Background: an optimization exercise with open tools, aiming at small area, a short achievable clock period and few clock cycles. Do not read the settings as production practice. The RTL was checked by simulation tests, not by an equivalence proof against the original design.

## main
==> flow/design.v (excerpt) <==
module swu_top #(
   parameter int IFM_WIDTH     = swu_pkg::DEF_IFM_WIDTH,
   parameter int IFM_HEIGHT    = swu_pkg::DEF_IFM_HEIGHT,
   parameter int IFM_CHANNELS  = swu_pkg::DEF_IFM_CHANNELS,
   parameter int KERNEL_HEIGHT = swu_pkg::DEF_KERNEL_HEIGHT,
   parameter int KERNEL_WIDTH  = swu_pkg::DEF_KERNEL_WIDTH,
   parameter int STRIDE_HT     = swu_pkg::DEF_STRIDE_HT,
   parameter int STRIDE_WT     = swu_pkg::DEF_STRIDE_WT
) (
   input  logic                aclk,
   input  logic                aresetn,
   input  swu_pkg::simd_word_t s_axis_tdata_i,
   input  logic                s_axis_tvalid_i,
   output logic                s_axis_tready_o,
   output swu_pkg::simd_word_t m_axis_tdata_o,
   output logic                m_axis_tvalid_o,
   input  logic                m_axis_tready_i
);
   localparam int EDEPTH = 48;    
   localparam int BDEPTH = 44;    
   typedef struct packed {
      logic tready;
      logic free;
      logic need;
      logic e_take;
      logic b_take;
   } dec_t;
   typedef struct packed {
      logic e_ok;      
      logic b_ok;      
      logic in_done;   
   } flags_t;
   typedef struct packed {
      logic [3:0] blk;
      logic [1:0] ph;
   } phase_t;
   function automatic dec_t decide(input logic [8:0] cls, input logic [11:0] pos,
                                   input logic [1:0] phe, input logic [1:0] phb,
                                   input logic [1:0] pel, input logic [1:0] pbl,
                                   input flags_t fl, input logic fok);
      logic row0, odd, even, early, odd3, first, drop, started, coupled;
      logic lock, bread, lockable, lock2, kh0, ale, pale, alb, b0, rdy;
      dec_t d;
      odd3     = cls[8];
      early    = cls[7];
      row0     = cls[5];
      odd      = cls[4];
      even     = cls[3];
      first    = cls[0];
      drop     = !(row0 || odd || even);
      started  = odd && !first;
      lock     = pos[6];
      bread    = pos[5];
  ...
clock: 6.5 ns
lec_check: 0
abc_clock_period_in_ps: 2500
cap_margin: 20
core_margin: 2
core_utilization: 72
cts_buf_list: sky130_fd_sc_hd__clkbuf_16
cts_cluster_diameter: 60
cts_cluster_size: 32
setup_slack_margin: 4.3
slew_margin: 20
run.sh (not shown) runs the stock make flow with config.mk's settings and CLKGATE_MAP_FILE= SYNTH_SCRIPT=/design/flow/synth_recipe.tcl, a recipe that flattens the netlist after the stock synthesis.
main finished end to end and its layout was clean on timing, DRC and antenna.
Testbench counts of main, summed over its fixed seeds: cycles 48,784.
diff inputs: main => the feature branch
--- a/flow/design.v
+++ b/flow/design.v
@@ -45,23 +45,23 @@
 module swu_ring_buffer #(
    parameter int DEPTH = 48
 ) (
    input  logic                 aclk,
    input  logic [DEPTH/4-1:0]   load_i,    
    input  swu_pkg::simd_word_t  din_i,
    output logic [DEPTH*16-1:0]  q_o
 );
    swu_pkg::simd_word_t r [DEPTH];
    always_ff @(posedge aclk) begin
       for (int i = 0; i < DEPTH; i++) begin
-         if (i % 4 == 3) begin
+         if (i % 4 == 2) begin
             r[i] <= load_i[i/4] ? din_i : r[(i+1) % DEPTH];
          end else begin
             r[i] <= r[(i+1) % DEPTH];
          end
       end
    end
    for (genvar g = 0; g < DEPTH; g++) begin : g_q
       assign q_o[g*16 +: 16] = r[g];
    end
 endmodule
 `timescale 1ns/1ps
@@ -353,24 +353,25 @@
    logic [5:0]  pe_idx_q, pe_m1, pe_p4, pe_p32, pe_st, pei_a, pei_b;
    logic [5:0]  pb_idx_q, pb_m1, pb_m4, pb_st, pbi_a, pbi_b;
    logic        l2_q, l2_a, l2_b;
    logic        kh1_q, kh1_a, kh1_b;
    logic        tv;
    logic        acc;
    logic        seq_step;
    logic        e_shift, b_shift;
    logic        step_a, step_b;
    logic        skid_full, out_valid, out_free, skid_a, skid_b;
    logic        released;
-   logic [11:0] e_load;
-   logic [10:0] b_load;
+   logic [11:0] e_load, e_load_q;
+   logic [10:0] b_load, b_load_q;
+   swu_pkg::simd_word_t din_q;
    logic [EDEPTH*16-1:0] ev;
    logic [BDEPTH*16-1:0] od;
    swu_pkg::simd_word_t  rd_data;
    assign tv       = s_axis_tvalid_i;
    assign acc      = tv && dec_q.tready;
    assign seq_step = dec_q.free || (tv && dec_q.need);
    assign e_shift  = tv && dec_q.e_take;
    assign b_shift  = tv && dec_q.b_take;
    swu_write_ctrl u_write_ctrl (
       .aclk      (aclk),
       .aresetn   (aresetn),
@@ -383,32 +384,37 @@
       .aresetn   (aresetn),
       .step_i    (seq_step),
       .pos_o     (pos),
       .pos_inc_o (pos_inc)
    );
    for (genvar k = 0; k < EDEPTH / 4; k++) begin : g_eload
       assign e_load[k] = e_shift && (pe_q.blk == 4'(EDEPTH / 4 - 1 - k));
    end
    for (genvar k = 0; k < BDEPTH / 4; k++) begin : g_bload
       assign b_load[k] = b_shift && (pb_q.blk == 4'(BDEPTH / 4 - 1 - k));
    end
+   always_ff @(posedge aclk) begin
+      e_load_q <= e_load;
+      b_load_q <= b_load;
+      din_q    <= s_axis_tdata_i;
+   end
    swu_ring_buffer #(.DEPTH(EDEPTH)) u_even_buf (
       .aclk   (aclk),
-      .load_i (e_load),
-      .din_i  (s_axis_tdata_i),
+      .load_i (e_load_q),
+      .din_i  (din_q),
       .q_o    (ev)
    );
    swu_ring_buffer #(.DEPTH(BDEPTH)) u_odd_buf (
       .aclk   (aclk),
-      .load_i (b_load),
-      .din_i  (s_axis_tdata_i),
+      .load_i (b_load_q),
+      .din_i  (din_q),
       .q_o    (od)
    );
    assign rd_data = kh1_q ? od[{pb_idx_q[5:2], 2'b00} * 16 +: 16]
                   : l2_q  ? s_axis_tdata_i
                   :         ev[{pe_idx_q[5:2], 2'b00} * 16 +: 16];
    swu_output_stage u_output_stage (
       .aclk        (aclk),
       .aresetn     (aresetn),
       .push_i      (seq_step),
       .last_i      (pos[4]),
       .done_i      (fl_q.in_done),
### Flow results
Looking at die area, the feature branch sits above main.
Delta (the feature branch minus main): count of clock tree sinks climbed 39; total number of nets in the final design climbed 94; routed wire length climbed about 1.6%; final standard cell area without fillers barely changed.
The feature branch gives more count of antenna diodes in the layout than main did.
In the feature branch, the final critical-path setup slack came out 0.030 ns above the value in main.
The feature branch against main: placed instance count rose 188; count of clock-buffer cells in the layout rose about 13%; met3 demand-to-capacity share in global routing about even.
Testbench counts of the feature branch, summed over its fixed seeds: cycles 48,784.

[separate check: timing with driven ports]
The results above use ideal ports. As a check the final layouts listed here were re-extracted and re-timed, cells and wires unchanged. Step 1 (the two cells are an assumption about what drives the block):
set clk [get_ports {aclk}]
set_driving_cell -lib_cell sky130_fd_sc_hd__clkbuf_16 $clk
set_driving_cell -lib_cell sky130_fd_sc_hd__buf_2 [delete_from_list [all_inputs] $clk]
Step 2, shift: input delay + t, output delay - t, t = (earliest + latest rising clock arrival at the registers) / 2. This alone moves slack from input paths to output paths. Slacks: no drivers / after step 1 / after step 2; pairs: no drivers / after step 1.
run	t, ns	setup slack, ns	worst setup path after step 2	latest minus earliest clock arrival (ns)
main	0.728	4.016 / 3.952 / 3.559	input to register	0.035 / 0.035
the feature branch	0.703	4.047 / 3.981 / 3.516	input to register	0.030 / 0.030
After both steps every run listed still meets setup and hold. The setup slack of the feature branch, which loses most, moves by -0.066 ns with the drivers and by -0.531 ns with both steps.
